What follows belongs to an exercise in optimizing a design on an open flow for small area, a short achievable clock period and few clock cycles per item; a production flow would make more cautious choices. Only simulation tests tie the RTL to the original design; equivalence was not proved.

==> v11: inputs <==
## player_motion
module player_motion #(
  parameter int QM         = 6,
  parameter int QN         = 10,
  parameter int MAP_BITS   = 4,
  parameter int START_X    = 1536,
  parameter int START_Y    = 11776,
  parameter int START_FX   = 0,
  parameter int START_FY   = -1024,
  parameter int START_VX   = 512,
  parameter int START_VY   = 0
) (
  input  logic                       clk,
  input  logic                       reset,
  input  logic                       tick,
  input  logic                       moveF,
  input  logic                       moveB,
  input  logic                       strafeL,
  input  logic                       strafeR,
  input  logic                       rotL,
  input  logic                       rotR,
  output logic                       map_req,
  output logic [MAP_BITS-1:0]        map_col,
  output logic [MAP_BITS-1:0]        map_row,
  input  logic                       map_ack,
  input  logic [1:0]                 map_val,
  output logic signed [QM+QN-1:0]    playerX,
  output logic signed [QM+QN-1:0]    playerY,
  output logic signed [QM+QN-1:0]    facingX,
  output logic signed [QM+QN-1:0]    facingY,
  output logic signed [QM+QN-1:0]    vplaneX,
  output logic signed [QM+QN-1:0]    vplaneY,
  output logic                       busy,
  output logic                       done,
  output logic                       missed
);
  localparam int W  = QM + QN;
  localparam int WR = W + QN;         
  localparam int CB = 2 * MAP_BITS;   
  localparam int TB = QN + MAP_BITS;  
  typedef enum logic [1:0] {IDLE, PRE, PX, PY} state_t;
  state_t              st_q;
  logic [5:0]          ctrl_q;
  logic                done_q, missed_q, xrej_q, cur_ok_q;
  logic signed [W-1:0] px_q, py_q, fx_q, fy_q, vx_q, vy_q;
  logic [CB-1:0]       probe_q;
  logic [5:0] btn;
  logic       bF, bB, bL, bR, rl, rr;
  assign btn = (st_q == IDLE) ? {moveF, moveB, strafeL, strafeR, rotL, rotR} : ctrl_q;
  assign {bF, bB, bL, bR, rl, rr} = btn;
  localparam int WS = 18;
  localparam int WD = WS - QN;        
  logic [WS-1:0] p5, q5, s1, s2;
  logic signed [WD-1:0] dp, dnp, dq, dnq, d1p, d1n, d2p, d2n, e1p, e1n, e2p, e2n;
  ...
export LEC_CHECK = 0
export ABC_AREA = 1
export CAP_MARGIN = 20
export CORE_MARGIN = 2
export CORE_UTILIZATION = 40
export SLEW_MARGIN = 20
create_clock -name core_clock -period 11.5 [get_ports {clk}]
run.sh (not shown) runs the stock make flow with config.mk's settings and CLKGATE_MAP_FILE= SYNTH_SCRIPT=/design/flow/synth_recipe.tcl, a recipe that flattens the netlist after the stock synthesis.
==> v27 (differences from v11) <==
--- a/flow/design.v
+++ b/flow/design.v
@@ -47,15 +47,15 @@
   logic       bF, bB, bL, bR, rl, rr;
   assign btn = (st_q == IDLE) ? {moveF, moveB, strafeL, strafeR, rotL, rotR} : ctrl_q;
   assign {bF, bB, bL, bR, rl, rr} = btn;
   localparam int WS = 18;
   localparam int WD = WS - QN;        
   logic [WS-1:0] p5, q5, s1, s2;
   logic signed [WD-1:0] dp, dnp, dq, dnq, d1p, d1n, d2p, d2n, e1p, e1n, e2p, e2n;
-  logic signed [WD-1:0] cp_q, cnp_q, cq_q, cnq_q, c1p_q, c1n_q, c2p_q, c2n_q;
+  logic signed [WD-1:0] c1p_q, c1n_q, c2p_q, c2n_q;
   logic                 cand_ok_q;
   logic signed [WD-1:0] dx8, dy8;
   logic signed [W-1:0]  dx, dy, nx, ny;
   logic                 fwd_p, fwd_n, sd_r, sd_l;
   pm_add #(WS) u_p5 (.a(WS'(fx_q) << 2), .b(WS'(fx_q)), .ci(1'b0), .y(p5));
   pm_add #(WS) u_q5 (.a(WS'(fy_q) << 2), .b(WS'(fy_q)), .ci(1'b0), .y(q5));
   pm_add #(WS) u_s1 (.a(p5), .b(q5), .ci(1'b0), .y(s1));
@@ -74,35 +74,31 @@
     d2n = neg_step(s2);
   end
   pm_diag u_e1p (.d(d1p), .y(e1p));
   pm_diag u_e1n (.d(d1n), .y(e1n));
   pm_diag u_e2p (.d(d2p), .y(e2p));
   pm_diag u_e2n (.d(d2n), .y(e2n));
   always_ff @(posedge clk) begin
-    cp_q  <= dp;
-    cnp_q <= dnp;
-    cq_q  <= dq;
-    cnq_q <= dnq;
     c1p_q <= e1p;
     c1n_q <= e1n;
     c2p_q <= e2p;
     c2n_q <= e2n;
   end
   always_comb begin
     fwd_p = bF & ~bB;
     fwd_n = bB & ~bF;
     sd_r  = bR & ~bL;
     sd_l  = bL & ~bR;
     dx8 = '0;
     dy8 = '0;
     case ({fwd_p, fwd_n, sd_r, sd_l})
-      4'b1000: begin dx8 = cp_q;  dy8 = cq_q;  end
-      4'b0100: begin dx8 = cnp_q; dy8 = cnq_q; end
-      4'b0010: begin dx8 = cnq_q; dy8 = cp_q;  end
-      4'b0001: begin dx8 = cq_q;  dy8 = cnp_q; end
+      4'b1000: begin dx8 = dp;  dy8 = dq;  end
+      4'b0100: begin dx8 = dnp; dy8 = dnq; end
+      4'b0010: begin dx8 = dnq; dy8 = dp;  end
+      4'b0001: begin dx8 = dq;  dy8 = dnp; end
       4'b1010: begin dx8 = c2p_q; dy8 = c1p_q; end
       4'b1001: begin dx8 = c1p_q; dy8 = c2n_q; end
       4'b0110: begin dx8 = c1n_q; dy8 = c2p_q; end
       4'b0101: begin dx8 = c2n_q; dy8 = c1n_q; end
       default: ;
     endcase
     dx = W'(dx8);
@@ -113,15 +109,15 @@
   logic signed [W-1:0] rfx, rfy, rvx, rvy;
   pm_rot u_rfx (.c(fx_q), .s(fy_q), .neg(rr), .y(rfx));
   pm_rot u_rfy (.c(fy_q), .s(fx_q), .neg(rl), .y(rfy));
   pm_rot u_rvx (.c(vx_q), .s(vy_q), .neg(rr), .y(rvx));
   pm_rot u_rvy (.c(vy_q), .s(vx_q), .neg(rl), .y(rvy));
   logic [CB-1:0] cell_x, cell_y;
   logic chg_x, chg_y, off_x, off_y, same_cx, same_ry, same_y, byp_y, cur_x, cur_y;
-  logic known_x, rej_x, known_y, rej_y, wall_in, commit, moved;
+  logic known_x, rej_x, known_y, rej_y, wall_in, commit, moved, cand_use;
   logic signed [W-1:0] nxf, nyf;
   assign wall_in = map_val != 2'b00;
   always_comb begin
     chg_x   = dx != '0;
     chg_y   = dy != '0;
     off_x   = nx[W-1:TB] != '0;
     off_y   = ny[W-1:TB] != '0;
@@ -141,15 +137,16 @@
       known_y = map_ack;
       rej_y   = wall_in;
     end else begin
       known_y = !chg_y || off_y || (same_y && cur_ok_q) || (byp_y && map_ack);
       rej_y   = chg_y && (off_y || (byp_y && wall_in));
     end
     nyf    = rej_y ? py_q : ny;
-    commit = known_x && known_y && (st_q != IDLE || (tick && cand_ok_q));
+    cand_use = (bF ^ bB) && (bL ^ bR);
+    commit = known_x && known_y && (st_q != IDLE || (tick && (cand_ok_q || !cand_use)));
     moved  = nxf[TB-1:QN] != px_q[TB-1:QN] || nyf[TB-1:QN] != py_q[TB-1:QN];
     cur_x  = same_cx;
     cur_y  = same_y;
   end
   always_ff @(posedge clk or negedge reset) begin
     if (!reset) begin
       st_q     <= IDLE;
@@ -173,15 +170,15 @@
         fx_q <= rfx;
         fy_q <= rfy;
         vx_q <= rvx;
         vy_q <= rvy;
       end
       if (commit) begin
         st_q <= IDLE;
-      end else if (st_q == IDLE && tick && !cand_ok_q) begin
+      end else if (st_q == IDLE && tick && !cand_ok_q && cand_use) begin
         st_q <= PRE;
       end else if ((st_q == IDLE && tick) || st_q == PRE || (st_q == PX && map_ack)) begin
         st_q <= known_x ? PY : PX;
       end
       if (commit && moved)
         cur_ok_q <= 1'b1;
       else if (map_ack && !wall_in && ((st_q == PX && cur_x) || (st_q == PY && cur_y)))
--- a/flow/config.mk
+++ b/flow/config.mk
@@ -4,9 +4,11 @@
 export VERILOG_FILES = /design/flow/design.v
 export SDC_FILE = /design/flow/constraint.sdc
 export NUM_CORES = 4
 export LEC_CHECK = 0
 export ABC_AREA = 1
 export CAP_MARGIN = 20
 export CORE_MARGIN = 2
-export CORE_UTILIZATION = 40
+export CORE_UTILIZATION = 65
+export CTS_BUF_LIST = sky130_fd_sc_hd__clkbuf_8
+export PLACE_DENSITY = 0.75
 export SLEW_MARGIN = 20
==> v3 (differences from v11) <==
--- a/flow/design.v
+++ b/flow/design.v
@@ -46,16 +46,17 @@
   logic [5:0] btn;
   logic       bF, bB, bL, bR, rl, rr;
   assign btn = (st_q == IDLE) ? {moveF, moveB, strafeL, strafeR, rotL, rotR} : ctrl_q;
   assign {bF, bB, bL, bR, rl, rr} = btn;
   localparam int WS = 18;
   localparam int WD = WS - QN;        
   logic [WS-1:0] p5, q5, s1, s2;
-  logic signed [WD-1:0] dp, dnp, dq, dnq, d1p, d1n, d2p, d2n, e1p, e1n, e2p, e2n;
-  logic signed [WD-1:0] cp_q, cnp_q, cq_q, cnq_q, c1p_q, c1n_q, c2p_q, c2n_q;
+  logic signed [WD-1:0] dp, dnp, dq, dnq, d1p, d1n, d2p, d2n, gx, gy, ex, ey;
+  logic signed [WD-2:0] cx_q, cy_q;   
+  logic [1:0]           cs_q;
   logic                 cand_ok_q;
   logic signed [WD-1:0] dx8, dy8;
   logic signed [W-1:0]  dx, dy, nx, ny;
   logic                 fwd_p, fwd_n, sd_r, sd_l;
   pm_add #(WS) u_p5 (.a(WS'(fx_q) << 2), .b(WS'(fx_q)), .ci(1'b0), .y(p5));
   pm_add #(WS) u_q5 (.a(WS'(fy_q) << 2), .b(WS'(fy_q)), .ci(1'b0), .y(q5));
   pm_add #(WS) u_s1 (.a(p5), .b(q5), .ci(1'b0), .y(s1));
@@ -68,60 +69,56 @@
     dq  = q5[WS-1:QN];
     d1p = s1[WS-1:QN];
     d2p = s2[WS-1:QN];
     dnp = neg_step(p5);
     dnq = neg_step(q5);
     d1n = neg_step(s1);
     d2n = neg_step(s2);
+    case ({bB, bL})
+      2'b00:   begin gx = d2p; gy = d1p; end
+      2'b01:   begin gx = d1p; gy = d2n; end
+      2'b10:   begin gx = d1n; gy = d2p; end
+      default: begin gx = d2n; gy = d1n; end
+    endcase
   end
-  pm_diag u_e1p (.d(d1p), .y(e1p));
-  pm_diag u_e1n (.d(d1n), .y(e1n));
-  pm_diag u_e2p (.d(d2p), .y(e2p));
-  pm_diag u_e2n (.d(d2n), .y(e2n));
+  pm_diag u_ex (.d(gx), .y(ex));
+  pm_diag u_ey (.d(gy), .y(ey));
   always_ff @(posedge clk) begin
-    cp_q  <= dp;
-    cnp_q <= dnp;
-    cq_q  <= dq;
-    cnq_q <= dnq;
-    c1p_q <= e1p;
-    c1n_q <= e1n;
-    c2p_q <= e2p;
-    c2n_q <= e2n;
+    cx_q <= ex[WD-2:0];
+    cy_q <= ey[WD-2:0];
+    cs_q <= {bB, bL};
   end
   always_comb begin
     fwd_p = bF & ~bB;
     fwd_n = bB & ~bF;
     sd_r  = bR & ~bL;
     sd_l  = bL & ~bR;
     dx8 = '0;
     dy8 = '0;
     case ({fwd_p, fwd_n, sd_r, sd_l})
-      4'b1000: begin dx8 = cp_q;  dy8 = cq_q;  end
-      4'b0100: begin dx8 = cnp_q; dy8 = cnq_q; end
-      4'b0010: begin dx8 = cnq_q; dy8 = cp_q;  end
-      4'b0001: begin dx8 = cq_q;  dy8 = cnp_q; end
-      4'b1010: begin dx8 = c2p_q; dy8 = c1p_q; end
-      4'b1001: begin dx8 = c1p_q; dy8 = c2n_q; end
-      4'b0110: begin dx8 = c1n_q; dy8 = c2p_q; end
-      4'b0101: begin dx8 = c2n_q; dy8 = c1n_q; end
+      4'b1000: begin dx8 = dp;  dy8 = dq;  end
+      4'b0100: begin dx8 = dnp; dy8 = dnq; end
+      4'b0010: begin dx8 = dnq; dy8 = dp;  end
+      4'b0001: begin dx8 = dq;  dy8 = dnp; end
+      4'b1010, 4'b1001, 4'b0110, 4'b0101: begin dx8 = WD'(cx_q); dy8 = WD'(cy_q); end
       default: ;
     endcase
     dx = W'(dx8);
     dy = W'(dy8);
     nx = px_q + dx;
     ny = py_q + dy;
   end
   logic signed [W-1:0] rfx, rfy, rvx, rvy;
   pm_rot u_rfx (.c(fx_q), .s(fy_q), .neg(rr), .y(rfx));
   pm_rot u_rfy (.c(fy_q), .s(fx_q), .neg(rl), .y(rfy));
   pm_rot u_rvx (.c(vx_q), .s(vy_q), .neg(rr), .y(rvx));
   pm_rot u_rvy (.c(vy_q), .s(vx_q), .neg(rl), .y(rvy));
   logic [CB-1:0] cell_x, cell_y;
   logic chg_x, chg_y, off_x, off_y, same_cx, same_ry, same_y, byp_y, cur_x, cur_y;
-  logic known_x, rej_x, known_y, rej_y, wall_in, commit, moved;
+  logic known_x, rej_x, known_y, rej_y, wall_in, commit, moved, stale;
   logic signed [W-1:0] nxf, nyf;
   assign wall_in = map_val != 2'b00;
   always_comb begin
     chg_x   = dx != '0;
     chg_y   = dy != '0;
     off_x   = nx[W-1:TB] != '0;
     off_y   = ny[W-1:TB] != '0;
@@ -141,15 +138,16 @@
       known_y = map_ack;
       rej_y   = wall_in;
     end else begin
       known_y = !chg_y || off_y || (same_y && cur_ok_q) || (byp_y && map_ack);
       rej_y   = chg_y && (off_y || (byp_y && wall_in));
     end
     nyf    = rej_y ? py_q : ny;
-    commit = known_x && known_y && (st_q != IDLE || (tick && cand_ok_q));
+    stale  = (bF ^ bB) && (bL ^ bR) && (!cand_ok_q || cs_q != {bB, bL});
+    commit = known_x && known_y && (st_q != IDLE || (tick && !stale));
     moved  = nxf[TB-1:QN] != px_q[TB-1:QN] || nyf[TB-1:QN] != py_q[TB-1:QN];
     cur_x  = same_cx;
     cur_y  = same_y;
   end
   always_ff @(posedge clk or negedge reset) begin
     if (!reset) begin
       st_q     <= IDLE;
@@ -173,15 +171,15 @@
         fx_q <= rfx;
         fy_q <= rfy;
         vx_q <= rvx;
         vy_q <= rvy;
       end
       if (commit) begin
         st_q <= IDLE;
-      end else if (st_q == IDLE && tick && !cand_ok_q) begin
+      end else if (st_q == IDLE && tick && stale) begin
         st_q <= PRE;
       end else if ((st_q == IDLE && tick) || st_q == PRE || (st_q == PX && map_ack)) begin
         st_q <= known_x ? PY : PX;
       end
       if (commit && moved)
         cur_ok_q <= 1'b1;
       else if (map_ack && !wall_in && ((st_q == PX && cur_x) || (st_q == PY && cur_y)))
--- a/flow/config.mk
+++ b/flow/config.mk
@@ -5,8 +5,9 @@
 export SDC_FILE = /design/flow/constraint.sdc
 export NUM_CORES = 4
 export LEC_CHECK = 0
 export ABC_AREA = 1
 export CAP_MARGIN = 20
 export CORE_MARGIN = 2
 export CORE_UTILIZATION = 40
+export SETUP_SLACK_MARGIN = 4.0
 export SLEW_MARGIN = 20
==> run notes <==
Via count, highest first: v11, v27, v3. The lowest cell area belongs to v27, the highest to v11. The lowest area after synthesis belongs to v3, the highest to v11. Wire length: v3 is higher than v27 (7.3%). Of v11 and v3, v11 has the higher hold slack (gap 0.0082 ns). Clock skew, lowest first: v3, v11, v27. Clock-buffer cell count: v3 > v27 > v11. Synthesized cell count: v3 < v27 < v11. Worst setup slack: v3 > v11 > v27.
==> figures <==
| quantity | v3 | v27 | v11 |
|---|---|---|---|
| Filler cell count in the final layout | 5124 | 2876 | 6045 |
| Placeable core region | 53500 um^2 | 35300 um^2 | 60600 um^2 |
| Clock sink total | 127 | 141 | 173 |
| Required time at the endpoint of the critical path | 11.85 ns | 11.90 ns | 11.89 ns |
| RSZ-0062 raised after global routing | true | false | false |
| Proportion of layout cells with a drive suffix above 1 | 0.137 | 0.0341 | 0.0327 |
| Post-CTS resize count | 119 | 0 | 0 |
| Netlist area before placement | 21500 um^2 | 23100 um^2 | 24600 um^2 |
| Wire length on met3 | 2.89 mm | 3.20 mm | 2.42 mm |
| Number of gates on the worst path with buffers counted | 35 | 32 | 35 |
| Outcome | no timing/DRC/antenna violations | no timing/DRC/antenna violations | no timing/DRC/antenna violations |
| Total met2 wirelength after detailed routing | 30.2 mm | 27.5 mm | 28.8 mm |
| Clk pin slew, worst setup/hold paths | 0.06 ns | 0.09 ns | 0.08 ns |
| Starting utilization of the core area | 0.402 | 0.654 | 0.407 |
| Clock tree buffer count of the final layout | 23 | 18 | 17 |
| Routed WL per cell | 17.8 um | 17.7 um | 16.0 um |
| Grt met1 use | 0.294 | 0.453 | 0.276 |
Testbench counts of v11, summed over its fixed seeds: cycles 3,970, ticks 3,200.
Testbench counts of v27, summed over its fixed seeds: cycles 3,403, ticks 3,200.
Testbench counts of v3, summed over its fixed seeds: cycles 3,473, ticks 3,200.

[re-timing with driven ports]
The flow's constraints put no driver on any port. The routed layouts listed below were extracted and timed again, unchanged, in two steps.
Step 1 (the two cells are an assumption about what drives the block):
set clk [get_ports {clk}]
set_driving_cell -lib_cell sky130_fd_sc_hd__clkbuf_16 $clk
set_driving_cell -lib_cell sky130_fd_sc_hd__buf_2 [delete_from_list [all_inputs] $clk]
Step 2 adds t to the input delays and takes it off the output delays; t is the mean of the earliest and latest rising clock arrival at the registers after step 1. Input paths then give back, and output paths get back, about the clock's delay inside the block.
a / b / c = ideal ports / drivers / drivers and shift; a / b = the first two.
| run | shift t [ns] | setup slack, ns | worst setup path at the end | slew at the worst register clock pin (ns) | worst data-port slew with drivers (ns) |
|---|---|---|---|---|---|
| v11 | 0.565 | 2.905 / 2.905 / 2.902 | input to register | 0.08 / 0.08 | 0.05 |
| v27 | 0.555 | 2.378 / 2.378 / 2.378 | register to register | 0.10 / 0.10 | 0.03 |
| v3 | 0.514 | 3.881 / 3.881 / 3.705 | input to register | 0.07 / 0.07 | 0.04 |
After both steps every run listed still meets setup and hold. For v3, which loses most, drivers alone change the setup slack by 0.000 ns; drivers and shift together by -0.176 ns.
